This is an optimization exercise on Yosys and OpenROAD, whose aim is small area, not a production implementation.
Where RTL was checked, it was by simulation tests only, not by an equivalence proof against the original.
Power figures rest on the tool's default switching activity, not on a simulated workload.

the baseline:
==> flow/design.v <==
module c3po_packer #(
    parameter int unsigned IN_BYTES_P = 32,
    parameter int unsigned BEATS_P    = 5
) (
    input  logic                            i_clk,
    input  logic                            i_reset,
    input  logic                            i_in_val,
    input  logic                            i_in_sop,
    input  logic                            i_in_eop,
    input  logic [7:0]                      i_in_vbc,
    input  logic [IN_BYTES_P*8-1:0]         i_in_data,
    output logic                            o_in_ready,
    output logic                            o_out_val,
    output logic                            o_out_sop,
    output logic                            o_out_eop,
    output logic [7:0]                      o_out_vbc,
    output logic [IN_BYTES_P*BEATS_P*8-1:0] o_out_data,
    input  logic                            i_out_ready,
    output logic                            o_idle,
    output logic                            o_err
);
    localparam int unsigned InW  = IN_BYTES_P * 8;
    localparam int unsigned OutW = IN_BYTES_P * BEATS_P * 8;
    localparam int unsigned CntW = (BEATS_P > 1) ? $clog2(BEATS_P) : 1;
    localparam int unsigned EffW = $clog2(IN_BYTES_P + 1);
    logic                r_busy;    
    logic                r_wdone;   
    logic [CntW-1:0]     r_cnt;     
    logic                r_first;   
    logic [EffW-1:0]     r_eff;     
    logic                r_out_val, r_err;
    logic [OutW-1:0]     r_data;
    logic                w_take, w_acc, w_vbc_legal, w_vbc_err, w_fin, w_word_sop, w_new;
    logic [7:0]          w_vbc_eff;
    logic [CntW-1:0]     w_slot;
    logic [BEATS_P-1:0]  w_we, w_hold;
    logic [IN_BYTES_P-1:0] w_bmask;
    assign o_in_ready  = !r_out_val || i_out_ready;
    assign w_take      = i_in_val && o_in_ready;
    assign w_vbc_legal = (i_in_vbc != 8'd0) && (i_in_vbc <= 8'(IN_BYTES_P));
    assign w_vbc_eff   = (i_in_eop && w_vbc_legal) ? i_in_vbc : 8'(IN_BYTES_P);
    assign w_vbc_err   = !w_vbc_legal || (!i_in_eop && (i_in_vbc != 8'(IN_BYTES_P)));
    assign w_acc      = w_take && (r_busy || i_in_sop);
    assign w_new      = i_in_sop || r_wdone;
    assign w_slot     = w_new ? '0 : r_cnt + CntW'(1);
    assign w_word_sop = i_in_sop || (!r_wdone && r_first);
    assign w_fin      = i_in_eop || (w_slot == CntW'(BEATS_P - 1));
    always_comb begin
        for (int j = 0; j < IN_BYTES_P; j++) begin
            w_bmask[j] = 8'(j) < w_vbc_eff;
        end
        for (int s = 0; s < BEATS_P; s++) begin
            w_we[s]   = w_acc && (w_slot == CntW'(s));
            w_hold[s] = !(w_acc && (w_slot == CntW'(s) || w_new));
        end
    end
    for (genvar s = 0; s < BEATS_P; s++) begin : g_slot
        c3po_packer_slot #(.IN_BYTES_P(IN_BYTES_P)) u_slot (
            .i_clk   (i_clk),
            .i_wb    (w_bmask & {IN_BYTES_P{w_we[s]}}),
            .i_hold  (w_hold[s]),
            .i_data  (i_in_data),
            .o_q     (r_data[s*InW +: InW])
        );
    end
    always_ff @(posedge i_clk) begin
        if (i_reset) begin
            r_busy    <= 1'b0;
            r_wdone   <= 1'b1;
            r_err     <= 1'b0;
            r_out_val <= 1'b0;
        end else begin
            r_err <= w_take && (w_vbc_err || !(r_busy || i_in_sop) || (i_in_sop && r_busy));
            if (w_acc) begin
                r_busy  <= !i_in_eop;
                r_wdone <= w_fin;
            end
            if (w_acc && w_fin) begin
                r_out_val <= 1'b1;
            end else if (i_out_ready) begin
                r_out_val <= 1'b0;
            end
        end
    end
    always_ff @(posedge i_clk) begin
        if (w_acc) begin
            r_cnt   <= w_slot;
            r_first <= w_word_sop;
            r_eff   <= EffW'(w_vbc_eff);
        end
    end
    assign o_out_val  = r_out_val;
    assign o_out_sop  = r_first;
    assign o_out_eop  = !r_busy;
    assign o_out_vbc  = 8'(IN_BYTES_P * 32'(r_cnt)) + 8'(r_eff);
    assign o_out_data = r_data;
    assign o_err      = r_err;
    assign o_idle     = !r_busy && !r_out_val;
endmodule
module c3po_packer_slot #(
    parameter int unsigned IN_BYTES_P = 32
) (
    input  logic                    i_clk,
    input  logic [IN_BYTES_P-1:0]   i_wb,
    input  logic                    i_hold,
    input  logic [IN_BYTES_P*8-1:0] i_data,
    output logic [IN_BYTES_P*8-1:0] o_q
);
    for (genvar j = 0; j < IN_BYTES_P; j++) begin : g_byte
        always_ff @(posedge i_clk) begin
            o_q[8*j +: 8] <= ({8{i_wb[j]}} & i_data[8*j +: 8]) | ({8{i_hold}} & o_q[8*j +: 8]);
        end
    end
endmodule
export LEC_CHECK = 0
export CAP_MARGIN = 10
export CORE_AREA = 10 10 490 490
export DIE_AREA = 0 0 500 500
export SLEW_MARGIN = 10
export SYNTH_HIERARCHICAL = 1
create_clock -name core_clock -period 5.0 [get_ports {i_clk}]
standard.sh (not shown) runs the stock make flow with config.mk's settings and CLKGATE_MAP_FILE= SYNTH_SCRIPT=/design/flow/synth_recipe.tcl, a recipe that flattens the netlist after the stock synthesis.
==> flow/flow/run.sh <==
#!/bin/bash
# Own layout flow: the standard ORFS flow (standard synthesis unchanged),
# with the smallest buffer cell on the ports and a clock tree of clkbuf_4
# sink clusters sized for the flip-flop clock-pin slew limit, without dummy loads.
set -euo pipefail
export BUFFER_PORTS_ARGS="-buffer_cell sky130_fd_sc_hd__buf_1"
export CTS_ARGS="-sink_clustering_enable -repair_clock_nets -buf_list sky130_fd_sc_hd__clkbuf_4 -sink_buffer_max_cap_derate 0.1 -sink_clustering_size 9 -sink_clustering_max_diameter 45 -dont_use_dummy_load"
bash standard.sh > flow_orfs.log 2>&1
The flow did not stop early for the baseline: all stages ran, and the layout cleared the timing, DRC and antenna checks.
The following lists how the candidate was set up differently from the baseline:
==> flow/design.v, changed modules only <==
module c3po_packer #(
    parameter int unsigned IN_BYTES_P = 32,
    parameter int unsigned BEATS_P    = 5
) (
    input  logic                            i_clk,
    input  logic                            i_reset,
    input  logic                            i_in_val,
    input  logic                            i_in_sop,
    input  logic                            i_in_eop,
    input  logic [7:0]                      i_in_vbc,
    input  logic [IN_BYTES_P*8-1:0]         i_in_data,
    output logic                            o_in_ready,
    output logic                            o_out_val,
    output logic                            o_out_sop,
    output logic                            o_out_eop,
    output logic [7:0]                      o_out_vbc,
    output logic [IN_BYTES_P*BEATS_P*8-1:0] o_out_data,
    input  logic                            i_out_ready,
    output logic                            o_idle,
    output logic                            o_err
);
    localparam int unsigned InW  = IN_BYTES_P * 8;
    localparam int unsigned OutW = IN_BYTES_P * BEATS_P * 8;
    localparam int unsigned CntW = (BEATS_P > 1) ? $clog2(BEATS_P) : 1;
    localparam int unsigned LoW  = $clog2(IN_BYTES_P);
    localparam int unsigned HiW  = $clog2(BEATS_P + 1);
    logic                r_busy;    
    logic                r_wdone;   
    logic [HiW-1:0]      r_hi;
    logic [LoW-1:0]      r_lo;
    logic                r_first;   
    logic                r_out_val, r_err;
    logic [OutW-1:0]     r_data;
    logic                w_take, w_acc, w_vbc_legal, w_vbc_err, w_fin, w_word_sop, w_new;
    logic [7:0]          w_vbc_eff;
    logic [CntW-1:0]     w_slot;
    logic [BEATS_P-1:0]  w_we, w_hold;
    logic [IN_BYTES_P-1:0] w_bmask;
    assign o_in_ready  = !r_out_val || i_out_ready;
    assign w_take      = i_in_val && o_in_ready;
    assign w_vbc_legal = (i_in_vbc != 8'd0) && (i_in_vbc <= 8'(IN_BYTES_P));
    assign w_vbc_eff   = (i_in_eop && w_vbc_legal) ? i_in_vbc : 8'(IN_BYTES_P);
    assign w_vbc_err   = !w_vbc_legal || (!i_in_eop && (i_in_vbc != 8'(IN_BYTES_P)));
    assign w_acc      = w_take && (r_busy || i_in_sop);
    assign w_new      = i_in_sop || r_wdone;
    assign w_slot     = w_new ? '0 : CntW'(r_hi);
    assign w_word_sop = i_in_sop || (!r_wdone && r_first);
    assign w_fin      = i_in_eop || (w_slot == CntW'(BEATS_P - 1));
    always_comb begin
        for (int j = 0; j < IN_BYTES_P; j++) begin
            w_bmask[j] = 8'(j) < w_vbc_eff;
        end
        for (int s = 0; s < BEATS_P; s++) begin
            w_we[s]   = w_acc && (w_slot == CntW'(s));
            w_hold[s] = !(w_acc && (w_slot == CntW'(s) || w_new));
        end
    end
    for (genvar s = 0; s < BEATS_P; s++) begin : g_slot
        c3po_packer_slot #(.IN_BYTES_P(IN_BYTES_P)) u_slot (
            .i_clk   (i_clk),
            .i_wb    (w_bmask & {IN_BYTES_P{w_we[s]}}),
            .i_hold  (w_hold[s]),
            .i_data  (i_in_data),
            .o_q     (r_data[s*InW +: InW])
        );
    end
    always_ff @(posedge i_clk) begin
        if (i_reset) begin
            r_busy    <= 1'b0;
            r_wdone   <= 1'b1;
            r_err     <= 1'b0;
            r_out_val <= 1'b0;
        end else begin
            r_err <= w_take && (w_vbc_err || !(r_busy || i_in_sop) || (i_in_sop && r_busy));
            if (w_acc) begin
                r_busy  <= !i_in_eop;
                r_wdone <= w_fin;
            end
            if (w_acc && w_fin) begin
                r_out_val <= 1'b1;
            end else if (i_out_ready) begin
                r_out_val <= 1'b0;
            end
        end
    end
    always_ff @(posedge i_clk) begin
        if (w_acc) begin
            r_hi    <= HiW'(w_slot) + HiW'(w_vbc_eff == 8'(IN_BYTES_P));
            r_lo    <= LoW'(w_vbc_eff);
            r_first <= w_word_sop;
        end
    end
    assign o_out_val  = r_out_val;
    assign o_out_sop  = r_first;
    assign o_out_eop  = !r_busy;
    assign o_out_vbc  = 8'(IN_BYTES_P * 32'(r_hi)) + 8'(r_lo);
    assign o_out_data = r_data;
    assign o_err      = r_err;
    assign o_idle     = !r_busy && !r_out_val;
endmodule
Notes after the runs:
In summary, the candidate completed successfully, with a layout that passed the timing, DRC and antenna checks. Compared the candidate against the baseline; total nets after synthesis within noise. In the flow results for the baseline and the candidate, the fraction of final layout cells sized beyond drive strength 1 is larger on the candidate. In the candidate, number of hold buffers added after CTS is higher than in the baseline. Clock-buffer cell count on the candidate is up relative to the baseline. ~same total non-filler cell area in the finished layout in the baseline and the candidate. Re clock network power: the candidate is about 2% up on the baseline. Synthesized area per cell essentially unchanged between the candidate and the baseline. In terms of core utilization, the candidate and the baseline differ only marginally. [compare] base=the baseline new=the candidate: number of non-filler instances in the completed layout roughly the same, register share of total power lower, final critical delay including setup and external delays lower.
No functional check of the RTL was part of the candidate.

==> separate check: timing with driven ports <==
The results above use ideal ports. As a check the final layouts listed here were re-extracted and re-timed, cells and wires unchanged. Step 1: set_driving_cell puts a clkbuf_16 on i_clk and a buf_2 on each other input, an assumption about the parent block. Step 2 moves the port delays by t, midway between the first and last clock arrival at a register: inputs arrive t later, outputs are due t later. That takes back most of the time a late clock gives input paths. Three values: ideal ports, drivers, drivers and shift; two values: the first two.
run | shift t [ns] | slack for setup (ns) | clock arrival spread, ns
the baseline | 1.231 | 1.079 / 1.079 / -0.023 | 0.216 / 0.216
the candidate | 1.212 | 1.261 / 1.301 / 0.089 | 0.186 / 0.185
Met with ideal ports but missed after step 2: setup timing in the baseline. For the candidate, which loses most, drivers alone change the setup slack by +0.040 ns; drivers and shift together by -1.172 ns.
